Background: an optimization exercise with open tools, aiming at a short achievable clock period and few clock cycles. Do not read the settings as production practice. Only simulation tests tie the RTL to the original design; equivalence was not proved. Power is estimated from default activity; no workload was simulated.

$ cat flow/run.sh
#!/bin/bash
# synth_recipe.tcl (not shown) runs the flow's synth.tcl, then flattens the netlist and writes it again
# the make line also repeats each setting of config.mk as NAME=value (left out here)
make -C /OpenROAD-flow-scripts/flow DESIGN_CONFIG=/design/flow/config.mk WORK_HOME=/design/flow/orfs CLKGATE_MAP_FILE= SYNTH_SCRIPT=/design/flow/synth_recipe.tcl finish
$ cat flow/design.v
module phy_dly_loader #(
  parameter int         NUM_DLY    = 96,
  parameter logic [7:0] DLY_INIT   = 8'h00,
  parameter int         SET_CYCLES = 2
) (
  input  logic       clk,
  input  logic       rst_in,
  input  logic       wr_en,
  input  logic [6:0] wr_addr,
  input  logic [7:0] wr_data,
  input  logic [6:0] rd_addr,
  output logic [7:0] rd_data,
  input  logic       start,
  input  logic       force_all,
  output logic       busy,
  output logic       done,
  output logic [6:0] dly_addr,
  output logic [7:0] dly_data,
  output logic       ld_delay,
  output logic       set
);
  localparam int NG = 12;    
  typedef enum logic [1:0] {
    IDLE = 2'd0,    
    LOAD = 2'd1,    
    SET1 = 2'd2,    
    SET2 = 2'd3     
  } state_t;
  state_t state_q, state_d;
  logic [7:0]    tbl  [NUM_DLY];
  logic [7:0]    tblr_n [NUM_DLY];   
  logic [95:0]   dirty;           
  logic [95:0]   mask;            
  logic [NG-1:0] gnz;             
  logic [NG-1:0] cur;             
  logic [7:0]    low  [NG];       
  logic [NG-1:0] gmul;            
  function automatic logic [7:0] lowest8(input logic [7:0] v);
    for (int i = 0; i < 8; i++) begin
      logic below;
      below = 1'b0;
      for (int k = 0; k < i; k++) below = below | v[k];
      lowest8[i] = v[i] & ~below;
    end
  endfunction
  function automatic logic multi8(input logic [7:0] v);
    multi8 = 1'b0;
    for (int i = 1; i < 8; i++)
      for (int k = 0; k < i; k++) multi8 = multi8 | (v[i] & v[k]);
  endfunction
  function automatic logic [NG-1:0] lowest12(input logic [NG-1:0] v);
    for (int i = 0; i < NG; i++) begin
      logic below;
      below = 1'b0;
      for (int k = 0; k < i; k++) below = below | v[k];
      lowest12[i] = v[i] & ~below;
    end
  endfunction
  logic [95:0]   pick;            
  logic [95:0]   mclr;            
  logic [NG-1:0] gmul_c;          
  logic [NG-1:0] cur_d;
  logic [NG-1:0] sec;             
  logic [7:0]    gdat [NG];
  logic [2:0]    gidx [NG];
  logic [7:0]    pdat_lo, pdat_hi;    
  logic [6:0]    paddr;
  logic          any, stay;
  always_comb begin
    pdat_lo = '0;
    pdat_hi = '0;
    paddr = '0;
    stay  = 1'b0;
    for (int g = 0; g < NG; g++) begin
      mclr[g*8 +: 8] = mask[g*8 +: 8] & ~low[g];
      gmul_c[g] = multi8(mclr[g*8 +: 8]);
      gdat[g] = '0;
      gidx[g] = '0;
      for (int j = 0; j < 8; j++) begin
        pick[g*8+j] = cur[g] & low[g][j];
        gdat[g] = gdat[g] | ({8{low[g][j]}} & tbl[g*8+j]);
        gidx[g] = gidx[g] | ({3{low[g][j]}} & 3'(j));
      end
      if (g < NG/2) pdat_lo = pdat_lo | ({8{cur[g]}} & gdat[g]);
      else          pdat_hi = pdat_hi | ({8{cur[g]}} & gdat[g]);
      paddr = paddr | ({7{cur[g]}} & {4'(g), gidx[g]});
      stay  = stay  | (cur[g] & gmul[g]);
    end
    any = |cur;
    sec = lowest12(gnz & ~cur);
    cur_d = (cur & gmul) | (stay ? '0 : sec);
  end
  logic        accept, frc, picking;
  logic [95:0] whit;              
  logic [95:0] dnext;             
  logic [NG-1:0] wg;              
  logic [NG-1:0] wlt;             
  logic [7:0]    wj;              
  logic [7:0]    wjlt;            
  logic [NG-1:0] gd, gd_below;    
  logic [NG-1:0] cur_idle, gnz_idle, gmul_idle;
  logic [7:0]    low_idle [NG];
  assign accept  = (state_q == IDLE) && start;
  assign frc     = accept && force_all;
  assign picking = (accept && (force_all || any)) || (state_q == LOAD && any);
  always_comb begin
    for (int i = 0; i < NUM_DLY; i++) whit[i] = wr_en && (wr_addr == 7'(i));
    dnext = dirty | whit;
    for (int g = 0; g < NG; g++) begin
      wg[g]  = wr_en && (wr_addr[6:3] == 4'(g));
      wlt[g] = wr_en && (wr_addr[6:3] < 4'(g));
      gd[g]  = |dirty[g*8 +: 8];
    end
    for (int j = 0; j < 8; j++) begin
      wj[j]   = (wr_addr[2:0] == 3'(j));
      wjlt[j] = (wr_addr[2:0] < 3'(j));
    end
    for (int g = 0; g < NG; g++) begin
      gd_below[g] = 1'b0;
      for (int k = 0; k < g; k++) gd_below[g] = gd_below[g] | gd[k];
      gnz_idle[g]  = gd[g] | wg[g];
      cur_idle[g]  = (gd[g] | wg[g]) & ~gd_below[g] & ~wlt[g];
      gmul_idle[g] = multi8(dirty[g*8 +: 8])
                   | (wg[g] & |(dirty[g*8 +: 8] & ~wj));
      for (int j = 0; j < 8; j++) begin
        logic db;
        db = 1'b0;
        for (int k = 0; k < j; k++) db = db | dirty[g*8+k];
        low_idle[g][j] = (dirty[g*8+j] | (wg[g] & wj[j])) & ~db & ~(wg[g] & wjlt[j]);
      end
    end
  end
  always_comb begin
    state_d = state_q;
    unique case (state_q)
      IDLE: if (start) state_d = (force_all || any) ? LOAD : SET1;
      LOAD: if (!any) state_d = SET1;
      SET1: state_d = SET2;
      SET2: state_d = IDLE;
      default: state_d = IDLE;
    endcase
  end
  always_ff @(posedge clk or posedge rst_in) begin
    if (rst_in) begin
      state_q  <= IDLE;
      busy     <= 1'b0;
      done     <= 1'b0;
      set      <= 1'b0;
      ld_delay <= 1'b0;
    end else begin
      state_q  <= state_d;
      busy     <= (state_d != IDLE);
      done     <= (state_q == SET2);
      set      <= (state_d == SET1) || (state_d == SET2);
      ld_delay <= picking;
    end
  end
  logic [7:0] dlo_n, dhi_n;
  always_ff @(posedge clk) begin
    dly_addr <= frc ? 7'd0 : paddr;
    dlo_n    <= ~(frc ? tbl[0] : pdat_lo);
    dhi_n    <= ~(frc ? 8'd0 : pdat_hi);
  end
  assign dly_data = ~(dlo_n & dhi_n);
  always_ff @(posedge clk or posedge rst_in) begin
    if (rst_in) begin
      for (int i = 0; i < NUM_DLY; i++) tbl[i] <= DLY_INIT;
      for (int i = 0; i < NUM_DLY; i++) tblr_n[i] <= ~DLY_INIT;
      dirty <= '1;
    end else begin
      for (int i = 0; i < NUM_DLY; i++) begin
        if (whit[i]) tbl[i] <= wr_data;
        if (whit[i]) tblr_n[i] <= ~wr_data;
        if (whit[i]) dirty[i] <= 1'b1;
        else if (picking && (frc ? (i == 0) : pick[i])) dirty[i] <= 1'b0;
      end
    end
  end
  always_ff @(posedge clk or posedge rst_in) begin
    if (rst_in) begin
      mask <= '1;
      gnz  <= '1;
      cur  <= NG'(1);
      gmul <= '1;
      for (int g = 0; g < NG; g++) low[g] <= 8'd1;
    end else if (frc) begin
      mask <= ~96'd1;
      gnz  <= '1;
      cur  <= NG'(1);
      gmul <= '1;
      low[0] <= 8'd2;
      for (int g = 1; g < NG; g++) low[g] <= 8'd1;
    end else if (accept || state_q == LOAD) begin
      for (int g = 0; g < NG; g++) begin
        if (cur[g]) begin
          mask[g*8 +: 8] <= mclr[g*8 +: 8];
          gnz[g]         <= |mclr[g*8 +: 8];
          gmul[g]        <= gmul_c[g];
          low[g]         <= lowest8(mclr[g*8 +: 8]);
        end
      end
      cur <= cur_d;
    end else begin
      mask <= dnext;
      gnz  <= gnz_idle;
      gmul <= gmul_idle;
      cur  <= cur_idle;
      for (int g = 0; g < NG; g++) low[g] <= low_idle[g];
    end
  end
  logic [NG-1:0] rhs;             
  logic [7:0]    rls;             
  logic [7:0]    rgrp [NG];
  logic [7:0]    rnext;
  always_comb begin
    for (int g = 0; g < NG; g++) rhs[g] = (rd_addr[6:3] == 4'(g));
    for (int j = 0; j < 8; j++)  rls[j] = (rd_addr[2:0] == 3'(j));
    rnext = '0;
    for (int g = 0; g < NG; g++) begin
      rgrp[g] = '0;
      for (int j = 0; j < 8; j++) rgrp[g] = rgrp[g] | ({8{rls[j]}} & ~tblr_n[g*8+j]);
      rnext = rnext | ({8{rhs[g]}} & rgrp[g]);
    end
  end
  always_ff @(posedge clk or posedge rst_in) begin
    if (rst_in) rd_data <= '0;
    else        rd_data <= rnext;
  end
endmodule
$ cat flow/constraint.sdc
create_clock -name core_clock -period 6.0 [get_ports {clk}]
set_input_delay 1.2000 -clock core_clock [delete_from_list [all_inputs] [get_ports {clk}]]
set_output_delay 1.2000 -clock core_clock [all_outputs]
set_load 0.01 [all_outputs]
$ cat flow/config.mk
export PLATFORM = sky130hd
export DESIGN_NAME = phy_dly_loader
export DESIGN_NICKNAME = phy_dly_loader
export VERILOG_FILES = /design/flow/design.v
export SDC_FILE = /design/flow/constraint.sdc
export NUM_CORES = 4
export LEC_CHECK = 0
export CAP_MARGIN = 20
export CORE_MARGIN = 2
export CORE_UTILIZATION = 55
export CTS_CLUSTER_DIAMETER = 60
export CTS_CLUSTER_SIZE = 25
export SETUP_SLACK_MARGIN = 3.6
export SLEW_MARGIN = 20
==> metrics.md, run 1 <==
| Metric | Value |
|---|---|
| DP HPWL | `216.8 mm` |
| Cts-stage hold buffer count | `0` |
| Insertion delay to the later sink of the worst-skew pair | `approximately 0.82 ns` |
| Period utilization | `44.63%` |
| Die Wd | `approximately 410 µm` |
| Grt ovf | `0` |
| Non-filler cells, final | `roughly 12000` |
| Post-layout minimum cycle time | `2.678 ns` |
| Yosys warnings | `8` |
| GPL Wtd Cong | `slightly below 1` |
| Clock skew | `0.03866 ns` |
| Area of the die | `0.1652 mm²` |
| Crit end category | `register` |
| Commonest non-fill, non-tap cells in the layout | `2691 x nand2_1, 1007 x o21ai_0, 996 x dfstp_2` |
| Initial Utilization | `~55%` |
| Setup violators final | `0` |
| Tot Pwr | `around 39 mW` |
| Vias in the first global route | `72791` |
| IO Count | `54` |
| Outcome | `finished clean` |
| WP data arrival | `3.34 ns` |
| Xor/xnor share of the synthesized area | `0%` |
| Final ANT Viol Nets | `0` |
| Slew headroom | `24.39%` |
| Syn-to-layout area delta | `14.89%` |
| Adder-cell share of the synthesized area | `0.3596%` |
| Crit path required time | `6.66 ns` |
| Initial drt markers | `8939` |
| Netlist cell types | `88` |
| Routed WL per cell | `approximately 30 µm` |
| Synth Area in Compound Gates | `17.41%` |
| Clock root cell | `clkbuf_16` |
| DP Cell Count | `11063` |
| Reg-to-reg slack, setup | `3.50 ns` |
| DRC | `0` |
| Hold depth | `2` |
| Hold-critical path endpoint | `tblr_n[60][2]` |
| Post-Route Setup TNS | `0 ns` |
| Hold Path Class | `register to register` |
| Worst-path clk slew | `0.08 ns` |
| Die Y | `406.5 µm` |
| Synth Register Bits | `1897` |
| CTS max path bufs | `3` |
| Nets | `~9400` |
| Post-Syn Instances | `between 9000 and 10000` |
| Avg Inst Size Synth | `approximately 9.5 µm²` |
| CORE AREA | `0.1608 mm²` |
| Synth Flop Type | `dfstp_2` |
| Hold Startpoint | `tblr_n[60][2]` |
| CP Max Fanout | `7` |
| FMAX | `about 0.37 GHz` |
| Synth async-reset ratio | `98.79%` |
| Combinational family with the most area after synthesis | `simple AND/OR/NAND/NOR gates` |
| Layout cells sized above 1 | `28.02%` |
| Setup crit start kind | `input pin` |
| Port buffer count | `53` |
| Syn nets | `9425` |
| Worst reg2reg path depth | `4` |
| MaxCap Viol Count | `0` |
| CTS tree | `done` |
| Initial antenna violation count | `8` |
| Max-slew violations | `0` |
| # rows | `between 100 and 150` |
| CTS Buf Count | `146` |
| Measured slew at the worst slew-check pin | `1.134 ns` |
| Crit Path Category | `input pin to register` |
| Layout filler cell count | `13467` |
| Post-synth EDFFs | `0` |
| Pin count of the biggest net entering global routing | `approximately 160` |
| Reg-to-Reg End | `dly_addr[2]` |
| RSZ-0062 raised after global routing | `true` |
| Worst r2r src | `low[0][5]` |
| Post-Route WL | `350.2 mm` |
| Mux contribution to synthesized area | `6.322%` |
| Synthesized area | `0.08908 mm²` |
| Commonest non-fill, non-tap cell in the layout | `nand2_1` |
| Via-per-instance ratio | `around 6.6` |
| Overall Global Routing Usage | `around 42%` |
| CTS Sinks | `1897` |
| Worst-case vdd ir drop | `0.3127 mV` |
| Power density over the cells | `380.6 mW/mm²` |
| Fin. Hold Viols | `0` |
| Simple-Gate Fraction of Synth Area | `between 10% and 20%` |
| First-pass GRT wire length | `around 500 mm` |
| H-tree depth | `4` |
| Leakage | `44.18 nW` |
| TritonRoute pass-1 iters | `6` |
| Via count | `roughly 76000` |
| Post-synthesis sequential area ratio | `54.56%` |
power breakdown:
part           total [mW]  internal, mW  switching (mW)
sequential           18.1          15.3            2.76
combinational        10.0          3.80            6.22
clock                10.8          5.45            5.39
total                39.0          24.6            14.4
cells in the mapped netlist (23+ instances only):
cell / n / area, µm²
nand2_1: 2758 / 10350
o21ai_0: 1033 / 5170
dfstp_2: 997 / 26200
dfrtp_1: 877 / 21950
clkbuf_1: 664 / 2492
a22oi_1: 452 / 3393
mux2_2: 349 / 3930
nor2_1: 269 / 1010
a21oi_1: 250 / 1251
o22ai_1: 143 / 894.6
nor3_1: 129 / 645.6
nand4_1: 117 / 732.0
nand2b_1: 107 / 669.4
o221ai_1: 87 / 762.0
buf_2: 78 / 390.4
nor2b_1: 74 / 462.9
nand3_1: 67 / 335.3
a21o_1: 63 / 473.0
mux2i_1: 53 / 530.5
mux4_2: 52 / 1171
a211oi_1: 51 / 382.9
o22a_1: 50 / 437.9
a31oi_1: 40 / 250.2
inv_1: 37 / 138.9
maj3_1: 32 / 320.3
nor4_1: 32 / 200.2
or3_1: 32 / 200.2
a22o_1: 29 / 254.0
buf_1: 29 / 108.9
o32a_1: 24 / 240.2
dfxtp_1: 23 / 460.4
critical path, stage by stage:
cell       delay [ns]
clkbuf_16        0.16
buf_12           0.12
or2_4            0.25
buf_8            0.18
a2bb2oi_2        0.15
nor2_1           0.05
a221o_1          0.36
a2111oi_4        0.68
nand4_1          0.15
sequential cells by signal, summed over array words and instances (netlist names), 2 cells and up:
register,flops
cur,12
mask,96
rd_data,8
dirty,96
gnz,12
dhi_n,8
low,96
state_q,2
tbl,768
tblr_n,768
dly_addr,7
dlo_n,8
gmul,12
worst max path at each step:
stage	startpoint	end	slack, ns	cells past startpoint
CTS	rd_data[2]	rd_data[2]	3.31	1
finish	rd_addr[1]	rd_data[7]	3.32	9
global route	rd_data[2]	rd_data[2]	3.32	1
floorplan	rst_in	busy	-20.39	1
global placement	rd_addr[0]	rd_data[6]	1.19	7
detailed placement	rd_addr[1]	rd_data[4]	1.27	8
layout make-up:
type,instances,area (µm²),share of cell area [%]
Antenna cell,4,10.01,0.009780
Clock buffer,172,4055,3.962
Clock inverter,98,1180,1.153
Inverter,40,181.4,0.1773
Multi-Input combinational cell,6666,39290,38.39
Sequential cell,1897,48690,47.57
Tap cell,2160,2703,2.641
Timing Repair Buffer,573,6242,6.099
repair_timing:
item / in CTS / in global routing
cloned: 29 / 5
gates resized for setup: 736 / 168
pin swaps: 76 / 60
hold endpoints to repair: 0 / 0
setup endpoints to repair: 1906 / 831
setup buffers: 202 / 37
stage by stage:
stage               hold slack, ns  utilization, %  worst slack [ns]  area, µm²
global route                0.4925           63.66             3.323     102300
global placement            0.4585           56.80             1.192      91310
finish                      0.4782           63.67             3.322     102300
floorplan                   0.4462               -            -20.39      89090
CTS                         0.4809           63.04             3.313     101300
detailed placement          0.4628           56.85             1.266      91380
per-layer routing:
| metal | track usage [%] | vias to the layer above | part of all wire (%) |
|---|---|---|---|
| li1 | - | 32765 | - |
| met3 | 8.528 | 1065 | 8.9 |
| met1 | 56.20 | 38125 | 40 |
| met2 | 61.60 | 4185 | 43 |
| met4 | 29.29 | 6 | 8.2 |
| met5 | 0 | - | 0.011 |
cells by family (layout without fill, tap and decap cells):
group           count (synthesis)  after routing
other cells                     0              4
fa+ha+maj                      32             32
simple gates                 3716           3722
flops                        1897           1897
mux                           454            454
compound gates               2457           2458
buf+inv                       842            883
Testbench counts, summed over its fixed seeds: cycles 5,937.
==> inputs of run 2 (changes only) <==
--- a/flow/config.mk
+++ b/flow/config.mk
@@ -8,5 +8,5 @@
 export CAP_MARGIN = 20
 export CORE_MARGIN = 2
-export CORE_UTILIZATION = 55
+export CORE_UTILIZATION = 50
 export CTS_CLUSTER_DIAMETER = 60
 export CTS_CLUSTER_SIZE = 25
==> metrics.md, run 2 <==
| Metric | Value |
|---|---|
| WP data arrival | `1.45 ns (was 3.34 ns)` |
| Post-Route Setup TNS | `0 ns (unchanged)` |
| CP Max Fanout | `1 (was 7)` |
| Total stage count of the critical path | `1 (was 9)` |
| Slowest cell delay on critical path | `0.46 ns (was 0.68 ns)` |
| Via-per-instance ratio | `6.418 (was 6.559)` |
| DP HPWL | `221.2 mm (was 216.8 mm)` |
| Post-Route WL | `351.8 mm (was 350.2 mm)` |
| Overall Global Routing Usage | `38.50% (was 42.04%)` |
| Avg Inst Size Synth | `9.479 µm² (unchanged)` |
| Fin. Hold Viols | `0 (unchanged)` |
| Max-slew violations | `0 (unchanged)` |
| Initial Utilization | `50.47% (was 55.42%)` |
| Post-layout minimum cycle time | `2.646 ns (was 2.678 ns)` |
| Worst reg2reg path depth | `5 (was 4)` |
| Final ANT Viol Nets | `0 (unchanged)` |
| Leakage | `44.05 nW (was 44.18 nW)` |
| Yosys warnings | `8 (unchanged)` |
| WP buf/inv | `1 (was 3)` |
| GPL Wtd Cong | `0.9854 (was 0.9811)` |
| Initial antenna violation count | `15 (was 8)` |
| Area contributors post-synth | `dfstp_2 29%, dfrtp_1 25%, nand2_1 12%, o21ai_0 5.8%, mux2_2 4.4% (unchanged)` |
| Top-count cell post-synth | `nand2_1 (unchanged)` |
| Synth async-reset ratio | `98.79% (unchanged)` |
| Syn nets | `9425 (unchanged)` |
| Top cell type's share of synthesized area | `29.41% (unchanged)` |
| Setup crit start kind | `register (was input pin)` |
| Gr busiest metal | `met2 (unchanged)` |
| Vias in the first global route | `72784 (was 72791)` |
| Hold Path Class | `register to register (unchanged)` |
| Largest registers | `tbl x768, tblr_n x768 (unchanged)` |
| Cell Chain, Critical Path | `buf_6 (was clkbuf_16 -> buf_12 -> or2_4 -> buf_8 -> a2bb2oi_2 -> nor2_1 -> a221o_1 -> a2111oi_4 -> nand4_1)` |
| Nets | `9347 (was 9351)` |
| Syn-to-layout area delta | `14.94% (was 14.89%)` |
| Die Y | `426.1 µm (was 406.5 µm)` |
| Port buffer count | `53 (unchanged)` |
| Pin count of the biggest net entering global routing | `192 (was 163)` |
| Measured slew at the worst slew-check pin | `1.081 ns (was 1.134 ns)` |
| Crit end category | `output pin (was register)` |
| Die Wd | `426.1 µm (was 406.5 µm)` |
| CTS Sinks | `1897 (unchanged)` |
| Pre-CTS WS | `1.238 ns (was 1.266 ns)` |
| Slew headroom | `27.96% (was 24.39%)` |
| Setup violators final | `0 (unchanged)` |
| Post-synth EDFFs | `0 (unchanged)` |
| CTS tree | `done (unchanged)` |
| H-tree depth | `4 (unchanged)` |
| Via count | `75651 (was 76146)` |
| Outcome | `finished clean (unchanged)` |
| IO Count | `54 (unchanged)` |
| Initial drt markers | `9243 (was 8939)` |
| Top cells by count, synth | `2758 x nand2_1, 1033 x o21ai_0, 997 x dfstp_2 (unchanged)` |
| Post-Syn Instances | `9398 (unchanged)` |
| Critical path's top delay family | `flip-flops (was compound AO/OA/AOI/OAI gates)` |
| CTS max path bufs | `3 (unchanged)` |
| Hold depth | `2 (unchanged)` |
| Grt met2 use | `56.55% (was 61.60%)` |
| CORE AREA | `0.1765 mm² (was 0.1608 mm²)` |
| Synth Flop Type | `dfstp_2 (unchanged)` |
| Post-synthesis sequential area ratio | `54.56% (unchanged)` |
| Synthesized area | `0.08908 mm² (unchanged)` |
| RSZ-0062 raised after global routing | `true (unchanged)` |
| Clock skew | `0.04518 ns (was 0.03866 ns)` |
| FMAX | `0.3779 GHz (was 0.3735 GHz)` |
| Synth area leader | `dfstp_2 (unchanged)` |
| CTS Buf Count | `151 (was 146)` |
| Layout cells sized above 1 | `27.55% (was 28.02%)` |
| CP max-delay cell | `dfrtp_2 (was a2111oi_4)` |
| Routed WL per cell | `29.84 µm (was 30.17 µm)` |
| Grt ovf | `0 (unchanged)` |
| Clock root cell | `clkbuf_16 (unchanged)` |
| TritonRoute pass-1 iters | `6 (unchanged)` |
| Period utilization | `44.10% (was 44.63%)` |
| Met3 Resource Use GR | `7.527% (was 8.528%)` |
| Commonest non-fill, non-tap cell in the layout | `nand2_1 (unchanged)` |
| DRC | `0 (unchanged)` |
| Commonest non-fill, non-tap cells in the layout | `2694 x nand2_1, 1005 x o21ai_0, 996 x dfstp_2 (was 2691 x nand2_1, 1007 x o21ai_0, 996 x dfstp_2)` |
| MaxCap Viol Count | `0 (unchanged)` |
| Power density over the cells | `381.1 mW/mm² (was 380.6 mW/mm²)` |
| Synth Register Bits | `1897 (unchanged)` |
| Worst setup margin | `3.354 ns (was 3.322 ns)` |
| Area of the die | `0.1816 mm² (was 0.1652 mm²)` |
| Worst-path clk slew | `0.09 ns (was 0.08 ns)` |
| Netlist cell types | `88 (unchanged)` |
| Insertion delay to the later sink of the worst-skew pair | `0.86 ns (was 0.82 ns)` |
| Crit Path Category | `register to output pin (was input pin to register)` |
| Grt met1 use | `52.55% (was 56.20%)` |
| # rows | `154 (was 147)` |
| Worst-case vdd ir drop | `0.2705 mV (was 0.3127 mV)` |
| First-pass GRT wire length | `514.4 mm (was 509.2 mm)` |
| Crit path required time | `4.80 ns (was 6.66 ns)` |
run 2: cell counts after synthesis:
No cell type changed its count.
run 2: worst paths after layout:
kind | from | slack, ns | endpoint
max | rd_data[5] | 3.35 | rd_data[5]
min | tblr_n[10][7] | 0.47 | tblr_n[10][7]
max reg2reg | low[9][6] | 3.50 | dhi_n[3]
min reg2reg | tblr_n[10][7] | 0.47 | tblr_n[10][7]
max in group asynchronous | rst_in | 3.94 | low[9][5]
min in group asynchronous | rst_in | 0.99 | tblr_n[20][2]
run 2: per-stage QoR:
stage	hold WS (ns)	utilization, %	total power [mW]	instances	instance area (µm²)
floorplan	0.4462	-	22.98	9398	89090
global placement	0.4580	52.03	26.61	11267	91840
finish	0.4685	58.01	39.03	11788	102400
CTS	0.4805	57.46	38.54	11740	101400
global route	0.4927	58.01	40.51	11787	102400
detailed placement	0.4625	52.06	26.78	11270	91890
run 2: routing by layer:
layer | share of wire, % | vias up
met5 | 0.017 | -
met4 | 7.4 | 10
li1 | - | 32758
met3 | 8.8 | 909
met1 | 41 | 38050
met2 | 43 | 3924
run 2: cell families after synthesis:
group	Yosys count	share of synthesized area, %
AND/OR/NAND/NOR	3716	17.51
AO/OA/AOI/OAI	2457	17.41
buffers and inverters	842	3.834
multiplexers	454	6.322
flip-flops	1897	54.56
adder cells (fa/ha/maj)	32	0.3596
run 2: timing repair:
item                        CTS  global route
resized for setup           635           143
setup endpoints to repair  2045           601
buffers inserted            168            38
hold buffers                  0             0
pin swaps                    88            39
gates cloned                 26             4
run 2: area by class of cell:
| cell class | count | area, µm² |
|---|---|---|
| tap | 2340 | 2928 |
| sequential | 1897 | 48650 |
| clock inverter | 97 | 1261 |
| multi-input combinational | 6664 | 39030 |
| inverter | 40 | 180.2 |
| clock buffer | 179 | 4143 |
| timing repair buffer | 566 | 6197 |
| antenna | 5 | 12.51 |
| fill | 15443 | 74100 |
run 2: where the power goes:
group / switching, mW / leakage (nW) / internal, mW
clock network: 5.45 / 2.63 / 5.68
logic: 6.21 / 19.0 / 3.69
registers: 2.68 / 22.4 / 15.3
==> inputs of run 3 (changes only) <==
--- a/flow/config.mk
+++ b/flow/config.mk
@@ -8,5 +8,5 @@
 export CAP_MARGIN = 20
 export CORE_MARGIN = 2
-export CORE_UTILIZATION = 50
+export CORE_UTILIZATION = 60
 export CTS_CLUSTER_DIAMETER = 60
 export CTS_CLUSTER_SIZE = 25
==> metrics.md, run 3 <==
| Metric | Value |
|---|---|
| Outcome | `finished clean (unchanged)` |
| Hold Startpoint | `tblr_n[8][4] (was tblr_n[10][7])` |
| Crit end category | `register (was output pin)` |
| FMAX | `0.3783 GHz (was 0.3779 GHz)` |
| WP data arrival | `3.31 ns (was 1.45 ns)` |
| CTS Buf Count | `143 (was 151)` |
| CORE AREA | `0.1477 mm² (was 0.1765 mm²)` |
| Post-Route WL | `346.6 mm (was 351.8 mm)` |
| Worst-path clk slew | `0.07 ns (was 0.09 ns)` |
| Syn-to-layout area delta | `14.82% (was 14.94%)` |
| Crit Path Category | `input pin to register (was register to output pin)` |
| Post-Syn Instances | `9398 (unchanged)` |
| Top cells by count, synth | `2758 x nand2_1, 1033 x o21ai_0, 997 x dfstp_2 (unchanged)` |
| IO Count | `54 (unchanged)` |
| WL met1 | `129.1 mm (was 142.9 mm)` |
| Yosys warnings | `8 (unchanged)` |
| Pin count of the biggest net entering global routing | `146 (was 192)` |
| CTS Sinks | `1897 (unchanged)` |
| Max-slew violations | `0 (unchanged)` |
| Setup crit start kind | `input pin (was register)` |
| Area contributors post-synth | `dfstp_2 29%, dfrtp_1 25%, nand2_1 12%, o21ai_0 5.8%, mux2_2 4.4% (unchanged)` |
| Slowest cell delay on critical path | `0.58 ns (was 0.46 ns)` |
| Crit path required time | `6.66 ns (was 4.80 ns)` |
| Leakage | `44.30 nW (was 44.05 nW)` |
| Hold Path Class | `register to register (unchanged)` |
| DRC | `0 (unchanged)` |
| Top Metal Used | `met5 (unchanged)` |
| Synth async-reset ratio | `98.79% (unchanged)` |
| CP max-delay cell | `or4_4 (was dfrtp_2)` |
| Largest registers | `tbl x768, tblr_n x768 (unchanged)` |
| Via-per-instance ratio | `6.827 (was 6.418)` |
| Commonest non-fill, non-tap cell in the layout | `nand2_1 (unchanged)` |
| Worst r2r src | `low[11][3] (was low[9][6])` |
| Grt ovf | `0 (unchanged)` |
| GPL Wtd Cong | `1.022 (was 0.9854)` |
| Top cell type's share of synthesized area | `29.41% (unchanged)` |
| Setup violators final | `0 (unchanged)` |
| Synth Flop Type | `dfstp_2 (unchanged)` |
| # rows | `141 (was 154)` |
| Final ANT Viol Nets | `0 (unchanged)` |
| Layout cells sized above 1 | `28.03% (was 27.55%)` |
| Top-count cell post-synth | `nand2_1 (unchanged)` |
| CTS tree | `done (unchanged)` |
| Cell Chain, Critical Path | `clkbuf_16 -> buf_16 -> mux4_2 -> nand2_2 -> and3_4 -> a2111o_1 -> or4_4 (was buf_6)` |
| Vias in the first global route | `74353 (was 72784)` |
| Power density over the cells | `379.4 mW/mm² (was 381.1 mW/mm²)` |
| Die Wd | `389.3 µm (was 426.1 µm)` |
| DP HPWL | `210.7 mm (was 221.2 mm)` |
| Insertion delay to the later sink of the worst-skew pair | `0.82 ns (was 0.86 ns)` |
| Port buffer count | `53 (unchanged)` |
| Tot Pwr | `38.81 mW (was 39.03 mW)` |
| Synth area leader | `dfstp_2 (unchanged)` |
| Area of the die | `0.1516 mm² (was 0.1816 mm²)` |
| Nets | `9359 (was 9347)` |
| Post-synthesis sequential area ratio | `54.56% (unchanged)` |
| Commonest non-fill, non-tap cells in the layout | `2680 x nand2_1, 1013 x o21ai_0, 996 x dfstp_2 (was 2694 x nand2_1, 1005 x o21ai_0, 996 x dfstp_2)` |
| Initial drt markers | `10269 (was 9243)` |
| MaxCap Viol Count | `0 (unchanged)` |
| Crit path from | `rd_addr[1] (was rd_data[5])` |
| Post-layout minimum cycle time | `2.644 ns (was 2.646 ns)` |
| Worst-case vdd ir drop | `0.2749 mV (was 0.2705 mV)` |
| CTS max path bufs | `3 (unchanged)` |
| Clock skew | `0.05157 ns (was 0.04518 ns)` |
| Reg-to-reg slack, setup | `3.45 ns (was 3.50 ns)` |
| Layout filler cell count | `11496 (was 15443)` |
| Measured slew at the worst slew-check pin | `1.158 ns (was 1.081 ns)` |
| TritonRoute pass-1 iters | `9 (was 6)` |
| Clock root cell | `clkbuf_16 (unchanged)` |
| Avg Inst Size Synth | `9.479 µm² (unchanged)` |
| Overall Global Routing Usage | `45.27% (was 38.50%)` |
| Post-synth EDFFs | `0 (unchanged)` |
| Fin. Hold Viols | `0 (unchanged)` |
| First-pass GRT wire length | `506.8 mm (was 514.4 mm)` |
| RSZ-0062 raised after global routing | `true (unchanged)` |
| Metal2 WL | `148.9 mm (was 151.7 mm)` |
| Slew headroom | `22.83% (was 27.96%)` |
| Post-Route Setup TNS | `0 ns (unchanged)` |
| Worst setup margin | `3.356 ns (was 3.354 ns)` |
| Syn nets | `9425 (unchanged)` |
| Netlist cell types | `88 (unchanged)` |
| Initial antenna violation count | `19 (was 15)` |
| Pre-CTS WS | `1.384 ns (was 1.238 ns)` |
| Synth Register Bits | `1897 (unchanged)` |
| Metal3 WL | `38.19 mm (was 30.97 mm)` |
| Period utilization | `44.06% (was 44.10%)` |
| CP Max Fanout | `8 (was 1)` |
| Initial Utilization | `60.33% (was 50.47%)` |
| Synthesized area | `0.08908 mm² (unchanged)` |
| Via count | `77768 (was 75651)` |
| H-tree depth | `4 (unchanged)` |
| Routed WL per cell | `30.43 µm (was 29.84 µm)` |
| Die Y | `389.3 µm (was 426.1 µm)` |
[run 3: cell counts after synthesis]
Identical to the previous run, type by type.
[run 3: repair_timing]
| action | 4_1_cts | 5_1_grt |
|---|---|---|
| cloned | 34 | 7 |
| buffers inserted | 187 | 71 |
| hold buffers | 0 | 0 |
| pin swaps | 71 | 57 |
| resized for setup | 695 | 194 |
| setup endpoints to repair | 1984 | 457 |
[run 3: cell families (layout without fill, tap and decap cells)]
group                    after synthesis  in the layout  share of synthesized area (%)
AND/OR/NAND/NOR                     3716           3724                          17.51
buffers and inverters                842            888                          3.834
adder cells (fa/ha/maj)               32             32                         0.3596
flip-flops                          1897           1897                          54.56
multiplexers                         454            454                          6.322
AO/OA/AOI/OAI                       2457           2458                          17.41
other                                  0              8                              0
[run 3: layout make-up]
class                      count  area (µm²)  share of cell area (%)
sequential                  1897       48650                   47.57
multi-input combinational   6668       39360                   38.48
timing repair buffer         581        6437                   6.294
clock buffer                 167        3973                   3.884
tap                         1930        2415                   2.361
clock inverter                99        1226                   1.199
inverter                      40       188.9                  0.1847
antenna                        8       20.02                 0.01957
timing repair inverter         1       8.758                0.008563
[run 3: report_power, final]
group	leakage (nW)	internal [mW]	switching [mW]	total, mW
logic	19.4	3.78	6.25	10.0
clock network	2.51	5.40	5.33	10.7
registers	22.4	15.3	2.73	18.1
[run 3: layer usage]
metal,vias to the layer above,track usage (%)
met1,38644,59.30
met2,5036,65.53
li1,32773,-
met3,1297,11.17
met4,18,33.49
met5,-,0.03190
[run 3: worst paths after layout]
kind	endpoint	cells past startpoint
worst max-delay path	rd_data[5]	7
worst min-delay path	tblr_n[8][4]	2
worst max register to register	dly_addr[0]	4
worst min register to register	tblr_n[8][4]	2
max in group asynchronous	tblr_n[46][6]	5
min in group asynchronous	tbl[85][4]	4
[run 3: worst max-delay path: cells and delay by family]
kind,cells,cell delay (ns)
multiplexers,1,0.36
buffers and inverters,2,0.36
AO/OA/AOI/OAI,1,0.52
AND/OR/NAND/NOR,3,0.84
[run 3: per-stage QoR]
| stage | cell area, µm² | util, % | instances | hold slack (ns) |
|---|---|---|---|---|
| 5_1_grt | 102300 | 69.26 | 11384 | 0.4938 |
| 2_1_floorplan | 89090 | - | 9398 | 0.4462 |
| 3_5_place_dp | 91010 | 61.64 | 10818 | 0.4627 |
| 4_1_cts | 100800 | 68.26 | 11305 | 0.4815 |
| 3_3_place_gp | 90980 | 61.61 | 10817 | 0.4577 |
| 6_report | 102300 | 69.27 | 11391 | 0.4798 |
==> inputs of run 4 (changes only) <==
--- a/flow/config.mk
+++ b/flow/config.mk
@@ -8,7 +8,8 @@
 export CAP_MARGIN = 20
 export CORE_MARGIN = 2
-export CORE_UTILIZATION = 60
+export CORE_UTILIZATION = 55
 export CTS_CLUSTER_DIAMETER = 60
 export CTS_CLUSTER_SIZE = 25
+export GPL_ROUTABILITY_DRIVEN = 0
 export SETUP_SLACK_MARGIN = 3.6
 export SLEW_MARGIN = 20
==> metrics.md, run 4 <==
| Metric | Value |
|---|---|
| DRC | `0 (unchanged)` |
| Port buffer count | `53 (unchanged)` |
| Worst-case vdd ir drop | `0.3266 mV (was 0.2749 mV)` |
| Commonest non-fill, non-tap cell in the layout | `nand2_1 (unchanged)` |
| Worst-path clk slew | `0.08 ns (was 0.07 ns)` |
| Layout filler cell count | `13448 (was 11496)` |
| Seq pwr share | `46.3% (was 46.5%)` |
| Crit path from | `rd_addr[1] (unchanged)` |
| Yosys warnings | `8 (unchanged)` |
| Synth Register Bits | `1897 (unchanged)` |
| Period utilization | `44.24% (was 44.06%)` |
| Synth area leader | `dfstp_2 (unchanged)` |
| Crit path required time | `6.70 ns (was 6.66 ns)` |
| Die Wd | `406.5 µm (was 389.3 µm)` |
| DP HPWL | `213.4 mm (was 210.7 mm)` |
| Internal power | `24.53 mW (was 24.51 mW)` |
| Area contributors post-synth | `dfstp_2 29%, dfrtp_1 25%, nand2_1 12%, o21ai_0 5.8%, mux2_2 4.4% (unchanged)` |
| Post-synthesis sequential area ratio | `54.56% (unchanged)` |
| Gr busiest metal | `met2 (unchanged)` |
| CTS Buf Count | `147 (was 143)` |
| Leakage | `44.17 nW (was 44.30 nW)` |
| CTS max path bufs | `3 (unchanged)` |
| Initial drt markers | `10019 (was 10269)` |
| Grt met1 use | `55.82% (was 59.30%)` |
| CTS Sinks | `1897 (unchanged)` |
| Area of the die | `0.1652 mm² (was 0.1516 mm²)` |
| Worst r2r src | `low[7][5] (was low[11][3])` |
| Hold Path Class | `register to register (unchanged)` |
| Nets | `9363 (was 9359)` |
| Reg area | `0.04869 mm² (was 0.04865 mm²)` |
| CORE AREA | `0.1608 mm² (was 0.1477 mm²)` |
| IO Count | `54 (unchanged)` |
| Reg-to-reg slack, setup | `3.36 ns (was 3.45 ns)` |
| Clock skew | `0.03302 ns (was 0.05157 ns)` |
| Routed WL per cell | `30.18 µm (was 30.43 µm)` |
| Switch Pwr | `14.34 mW (was 14.30 mW)` |
| Post-Route Setup TNS | `0 ns (unchanged)` |
| Via count | `76387 (was 77768)` |
| Fin. Hold Viols | `0 (unchanged)` |
| RSZ-0062 raised after global routing | `true (unchanged)` |
| Insertion delay to the later sink of the worst-skew pair | `0.83 ns (was 0.82 ns)` |
| Reg-to-Reg End | `dly_addr[2] (was dly_addr[0])` |
| Crit Path Category | `input pin to register (unchanged)` |
| Initial Utilization | `55.42% (was 60.33%)` |
| Measured slew at the worst slew-check pin | `1.306 ns (was 1.158 ns)` |
| Cts-stage hold buffer count | `0 (unchanged)` |
| Vias in the first global route | `72706 (was 74353)` |
| Area occupied by multi-input gates | `0.03909 mm² (was 0.03936 mm²)` |
| Final ANT Viol Nets | `0 (unchanged)` |
| Synth async-reset ratio | `98.79% (unchanged)` |
| Crit end category | `register (unchanged)` |
| Worst reg2reg path depth | `4 (unchanged)` |
| Largest registers | `tbl x768, tblr_n x768 (unchanged)` |
| Setup crit end | `rd_data[4] (was rd_data[5])` |
| Syn nets | `9425 (unchanged)` |
| Synthesized area | `0.08908 mm² (unchanged)` |
| Overall Global Routing Usage | `41.82% (was 45.27%)` |
| Combinational power share | `25.7% (was 25.8%)` |
| Post-layout minimum cycle time | `2.654 ns (was 2.644 ns)` |
| Max-slew violations | `0 (unchanged)` |
| Commonest non-fill, non-tap cells in the layout | `2692 x nand2_1, 1011 x o21ai_0, 996 x dfstp_2 (was 2680 x nand2_1, 1013 x o21ai_0, 996 x dfstp_2)` |
| WP data arrival | `3.36 ns (was 3.31 ns)` |
| Grt met2 use | `61.97% (was 65.53%)` |
| Clock root cell | `clkbuf_16 (unchanged)` |
| Avg Inst Size Synth | `9.479 µm² (unchanged)` |
| TritonRoute pass-1 iters | `6 (was 9)` |
| Top cell type's share of synthesized area | `29.41% (unchanged)` |
| Via-per-instance ratio | `6.570 (was 6.827)` |
| Top-count cell post-synth | `nand2_1 (unchanged)` |
| Die Y | `406.5 µm (was 389.3 µm)` |
| CP Max Fanout | `6 (was 8)` |
| Clock share of power | `27.9% (was 27.6%)` |
| Post-synth EDFFs | `0 (unchanged)` |
| H-tree depth | `4 (unchanged)` |
| Slew headroom | `12.13% (was 22.83%)` |
| FMAX | `0.3768 GHz (was 0.3783 GHz)` |
| Setup crit start kind | `input pin (unchanged)` |
| Layout cells sized above 1 | `28.03% (about the same)` |
| Switching part of the total | `36.90% (was 36.85%)` |
| Post-Route WL | `350.9 mm (was 346.6 mm)` |
| # rows | `147 (was 141)` |
| Pin count of the biggest net entering global routing | `150 (was 146)` |
| Post-Syn Instances | `9398 (unchanged)` |
| CTS tree | `done (unchanged)` |
| Grt ovf | `0 (unchanged)` |
| Synth Flop Type | `dfstp_2 (unchanged)` |
| Initial antenna violation count | `15 (was 19)` |
| First-pass GRT wire length | `506.9 mm (was 506.8 mm)` |
| Met3 Resource Use GR | `8.889% (was 11.17%)` |
| Finished Core Util | `63.70% (was 69.27%)` |
| MaxCap Viol Count | `0 (unchanged)` |
| Netlist cell types | `88 (unchanged)` |
| Power density over the cells | `379.6 mW/mm² (was 379.4 mW/mm²)` |
| Syn-to-layout area delta | `14.96% (was 14.82%)` |
| Setup violators final | `0 (unchanged)` |
| Outcome | `finished clean (unchanged)` |
| Top cells by count, synth | `2758 x nand2_1, 1033 x o21ai_0, 997 x dfstp_2 (unchanged)` |
==> run 4: how the worst min path moves through the flow <==
stage	depth (start not counted)	slack, ns	to	from
2_1_floorplan	2	0.45	tbl[1][0]	tbl[1][0]
3_3_place_gp	2	0.46	tbl[73][0]	tbl[73][0]
4_1_cts	1	0.48	dlo_n[0]	tbl[0][0]
3_5_place_dp	2	0.46	tbl[23][5]	tbl[23][5]
5_1_grt	1	0.49	dlo_n[0]	tbl[0][0]
6_report	2	0.48	tblr_n[17][5]	tblr_n[17][5]
==> run 4: layer usage <==
metal	routed length (µm)	vias to the layer above
met5	56	-
met3	34320	1188
li1	-	32755
met4	28390	8
met1	136100	38039
met2	152000	4397
==> run 4: worst max-delay path, cell delays in order <==
cell and delay, ns:
clkbuf_16 0.19, buf_16 0.18, mux4_2 0.47, nor3_2 0.05, a211o_1 0.25, a211oi_2 0.29, nand4_1 0.24, a2111o_1 0.46
==> run 4: cells by family after synthesis <==
kind of cell / share of synthesized area, %
buffers and inverters: 3.834
muxes: 6.322
and+or+nand+nor: 17.51
adders and majority gates: 0.3596
AOI/OAI and AO/OA: 17.41
DFF: 54.56
==> run 4: layout make-up <==
class                           count  area share, %
Antenna cell                        8        0.01955
Tap cell                         2160          2.639
Timing Repair Buffer              582          6.307
Inverter                           40         0.1955
Clock inverter                    103          1.222
Clock buffer                      168          3.905
Multi-Input combinational cell   6668          38.17
Sequential cell                  1897          47.54
==> run 4: power groups by stage <==
stage | Sequential, mW | Clock, mW | Combinational, mW
final | 18.0 | 10.9 | 10.0
after global routing | 18.2 | 11.4 | 10.6
after CTS | 17.9 | 10.9 | 9.36
after detailed placement | 18.0 | 0 | 8.54
after global placement | 17.9 | 0 | 8.43
after floorplan | 16.4 | 0 | 6.57
==> run 4: timing repair <==
action | in CTS | in global routing
setup buffers | 149 | 89
pin swaps | 64 | 63
endpoints found under the setup margin | 1920 | 516
gates cloned | 29 | 13
gates resized for setup | 682 | 178
==> run 4: stage by stage <==
| step | hold WS (ns) | setup slack, ns | total power, mW | instances | instance area, µm² |
|---|---|---|---|---|---|
| after global placement | 0.4573 | 1.094 | 26.37 | 11062 | 91430 |
| after floorplan | 0.4462 | -20.39 | 22.98 | 9398 | 89090 |
| final | 0.4775 | 3.346 | 38.88 | 11626 | 102400 |
| after global routing | 0.4883 | 3.348 | 40.25 | 11622 | 102400 |
| after detailed placement | 0.4627 | 1.132 | 26.53 | 11067 | 91520 |
| after CTS | 0.4780 | 3.342 | 38.15 | 11516 | 100700 |

-- what the ideal ports hide --
The results above use ideal ports. As a check the final layouts listed here were re-extracted and re-timed, cells and wires unchanged.
Step 1 (the two cells are an assumption about what drives the block):
set clk [get_ports {clk}]
set_driving_cell -lib_cell sky130_fd_sc_hd__clkbuf_16 $clk
set_driving_cell -lib_cell sky130_fd_sc_hd__buf_2 [delete_from_list [all_inputs] $clk]
Step 2 also shifts input and output timing later by t, the mid clock arrival at the registers, as if the neighbouring blocks saw the same clock.
a / b / c = no drivers / after step 1 / after step 2; a / b = the first two.
| run | t (ns) | setup slack, ns | worst data-port slew with drivers (ns) |
|---|---|---|---|
| run 1 | 0.889 | 3.322 / 3.022 / 2.133 | 0.41 |
| run 2 | 0.932 | 3.354 / 3.111 / 2.179 | 0.34 |
| run 3 | 0.885 | 3.356 / 3.064 / 2.179 | 0.50 |
| run 4 | 0.911 | 3.346 / 3.022 / 2.110 | 0.51 |
After both steps every run listed still meets setup and hold. For run 4, which loses most, drivers alone change the setup slack by -0.324 ns; drivers and shift together by -1.236 ns.
